Context: an optimization exercise on an open-source flow, tuned for small area, a short achievable clock period and few clock cycles per item. The choices shown serve that exercise and are no tape-out recipe.
In this exercise RTL edits were held to simulation tests only and were not proved equivalent to the original.
No activity file was given, so power comes from the tool's default toggle rates.

==> flow/design.v (excerpt) <==
module indexed_sequence_store_core (
  input  wire logic            clk_i,
  input  wire logic            rst_ni,
  input  wire logic            req_valid_i,
  output logic                 req_ready_o,
  input  wire logic [2:0]      req_type_i,
  input  wire logic [31:0]     req_value_i,
  input  wire logic [5:0]      req_position_i,
  output logic                 rsp_valid_o,
  input  wire logic            rsp_ready_i,
  output logic [1:0]           rsp_status_o,
  output logic [4:0]           rsp_found_position_o,
  output logic [31:0]          rsp_front_value_o,
  output logic [31:0]          rsp_back_value_o,
  output logic [4:0]           rsp_length_o,
  output logic                 rsp_is_empty_o
);
  localparam int LIST_DEPTH = 16;
  localparam int VALUE_BITS = 32;
  localparam int CntW  = $clog2(LIST_DEPTH + 1);
  logic                  skid_v_q;
  logic [ReqW-1:0]       skid_type_q;
  logic [VALUE_BITS-1:0] skid_value_q;
  logic [PosW-1:0]       skid_pos_q;
  logic                  req_v_q;
  logic                  ins_q, pop_q, rmv_q, find_q;
  logic [LIST_DEPTH-1:0] mask_q;
  logic [VALUE_BITS-1:0] value_q;
  logic [ReqW-1:0]       src_type;
  logic [VALUE_BITS-1:0] src_value;
  logic [PosW-1:0]       src_pos;
  logic                  dec_ins, dec_pop, dec_rmv, dec_find;
  logic [LIST_DEPTH-1:0] dec_mask;
  logic [LIST_DEPTH-1:0] len_q;
  logic [CntW-1:0]       len_bin_q;
  logic [VALUE_BITS-1:0] back_q;
  ...
==> flow/config.mk <==
export PLATFORM = sky130hd
export DESIGN_NAME = indexed_sequence_store_core
export DESIGN_NICKNAME = indexed_sequence_store_core
export VERILOG_FILES = /design/flow/design.v
export SDC_FILE = /design/flow/constraint.sdc
export NUM_CORES = 4
export LEC_CHECK = 0
export CAP_MARGIN = 20
export CORE_MARGIN = 2
export CORE_UTILIZATION = 40
export CTS_CLUSTER_DIAMETER = 80
export CTS_CLUSTER_SIZE = 20
export SETUP_SLACK_MARGIN = 3.5
export SLEW_MARGIN = 20
export SYNTH_HIERARCHICAL = 1
export SYNTH_MINIMUM_KEEP_SIZE = 0
export TNS_END_PERCENT = 0
==> flow/constraint.sdc <==
create_clock -name core_clock -period 6.0 [get_ports {clk_i}]
set_input_delay 1.2000 -clock core_clock [delete_from_list [all_inputs] [get_ports {clk_i}]]
set_output_delay 1.2000 -clock core_clock [all_outputs]
set_load 0.01 [all_outputs]
standard.sh (not shown) runs the stock make flow with config.mk's settings and CLKGATE_MAP_FILE= SYNTH_SCRIPT=/design/flow/synth_recipe.tcl, a recipe that flattens the netlist after the stock synthesis.
==> flow/flow/run.sh <==
#!/bin/bash
# The standard layout (the standard.sh, standard synthesis included), with
# plain buf_2 cells as the port buffers instead of the flow's default choice.
set -euo pipefail
bash standard.sh "BUFFER_PORTS_ARGS=-buffer_cell sky130_fd_sc_hd__buf_2" finish > standard_flow.log 2>&1
The starting point produced a clean layout.
Testbench counts at the start, summed over its fixed seeds: cycles 6,416, items 6,400.
Change:
--- a/flow/design.v
+++ b/flow/design.v
@@ -153,25 +153,24 @@
   logic [VALUE_BITS-1:0] src_value;
   logic [PosW-1:0]       src_pos;
   logic                  dec_ins, dec_pop, dec_rmv, dec_find;
   logic [LIST_DEPTH-1:0] dec_mask;
   logic [LIST_DEPTH-1:0] len_q;
   logic [CntW-1:0]       len_bin_q;
   logic [VALUE_BITS-1:0] back_q;
   logic [LIST_DEPTH*VALUE_BITS-1:0] ent;
   logic [LIST_DEPTH-1:0] sel_hold, sel_new, sel_left, sel_right;
   logic                  rsp_valid_q;
   isq_pkg::status_e      status_q, status_d;
   logic [CntW-1:0]       found_q, found_d;
-  logic                  found_v_q;   
   logic                  go;
   logic                  apply;
   logic                  req_free;
   logic                  in_take;
   assign req_ready_o = !skid_v_q;
   assign in_take     = req_valid_i && !skid_v_q;
   assign go          = rsp_ready_i || !rsp_valid_q;
   assign apply       = req_v_q && go;
   assign req_free    = !req_v_q || go;
   assign src_type  = skid_v_q ? skid_type_q  : req_type_i;
   assign src_value = skid_v_q ? skid_value_q : req_value_i;
   assign src_pos   = skid_v_q ? skid_pos_q   : req_position_i;
@@ -281,68 +280,70 @@
     .wdata_i     (value_q),
     .data_o      (ent)
   );
   always_comb begin
     for (int i = 0; i < LIST_DEPTH; i++) begin
       hitv[i] = (ent[i*VALUE_BITS +: VALUE_BITS] == value_q) || !len_q[i];
     end
     hitv[LIST_DEPTH] = 1'b1;
     found_d = CntW'(LIST_DEPTH);
     for (int i = LIST_DEPTH-1; i >= 0; i--) begin
       if (hitv[i]) found_d = CntW'(i);
     end
+    if (!find_q) found_d = '0;
   end
   always_comb begin
     status_d = ST_OK;
     if (ins_q && full) status_d = ST_FULL;
     else if (pop_q && !len_q[0]) status_d = ST_EMPTY;
     else if (rmv_q && !rmv_in) status_d = ST_BADPOS;
   end
   always_comb begin
     len_nx     = len_q;
     len_bin_nx = len_bin_q;
     back_nx    = back_q;
     if (req_v_q && ins_ok) begin
       len_nx     = {len_q[LIST_DEPTH-2:0], 1'b1};
       len_bin_nx = len_bin_q + CntW'(1);
     end else if (req_v_q && rem_ok) begin
       len_nx     = {1'b0, len_q[LIST_DEPTH-1:1]};
       len_bin_nx = len_bin_q - CntW'(1);
     end
     if (req_v_q) begin
       if (ins_ok && at_end) begin
         back_nx = value_q;
       end else if (rem_ok && rm_last) begin
         back_nx = rd_m2;
+      end else if (!len_q[0]) begin
+        back_nx = '0;
       end
     end
   end
   always_ff @(posedge clk_i or negedge rst_ni) begin
     if (!rst_ni) begin
       len_q       <= '0;
       len_bin_q   <= '0;
       rsp_valid_q <= 1'b0;
     end else if (go) begin
       rsp_valid_q <= req_v_q;
       len_q       <= len_nx;
       len_bin_q   <= len_bin_nx;
     end
   end
   always_ff @(posedge clk_i) begin
     if (go) begin
       back_q <= back_nx;
     end
     if (apply) begin
       status_q <= status_d;
       found_q  <= found_d;
-      found_v_q <= find_q;
     end
   end
   assign rsp_valid_o          = rsp_valid_q;
   assign rsp_status_o         = status_q;
-  assign rsp_found_position_o = found_q & {CntW{found_v_q}};
+  assign rsp_found_position_o = found_q;
   assign rsp_front_value_o    = ent[VALUE_BITS-1:0];
-  assign rsp_back_value_o     = back_q & {VALUE_BITS{len_q[0]}};
+  assign rsp_back_value_o     = back_q;
   assign rsp_length_o         = len_bin_q;
   assign rsp_is_empty_o       = !len_q[0];
 endmodule
 `default_nettype wire
Outcome:
- The new run finished with timing, DRC and antenna clean
- area after synthesis is about the same
- via count climbs by 4.1%
- count of clock-buffer cells in the layout stays the same
- fmax climbs by 6.3%
- cell count climbs by 1.2%
- cell area climbs by 4.0%
- hold slack hardly moves
- setup slack gets better by 0.17 ns
- global-route usage goes up by 2.9 points
- sequential power went up by 4.2%
Testbench counts after the change, summed over its fixed seeds: cycles 6,416, items 6,400.

-- separate check: timing with driven ports --
Ports are ideal in the flow. The routed layouts listed here were re-timed in OpenROAD.
Step 1 (the two cells are an assumption about what drives the block):
set clk [get_ports {clk_i}]
set_driving_cell -lib_cell sky130_fd_sc_hd__clkbuf_16 $clk
set_driving_cell -lib_cell sky130_fd_sc_hd__buf_2 [delete_from_list [all_inputs] $clk]
Step 2 times the ports against the registers' clock, not the clock port: input delays grow and output delays shrink by t, the midpoint of the rising clock arrivals with the driver on.
Three values: no drivers, after step 1, after step 2; two values: the first two.
run	shift t [ns]	slack for setup (ns)	worst setup path after step 2	cell pins on the clock port's net
the first run	0.725	3.056 / 3.056 / 2.548	input to register	1
the second run	0.716	3.230 / 3.226 / 2.683	input to register	1
After both steps setup and hold are still met in every run listed. The setup slack of the second run, which loses most, moves by -0.004 ns with the drivers and by -0.547 ns with both steps.
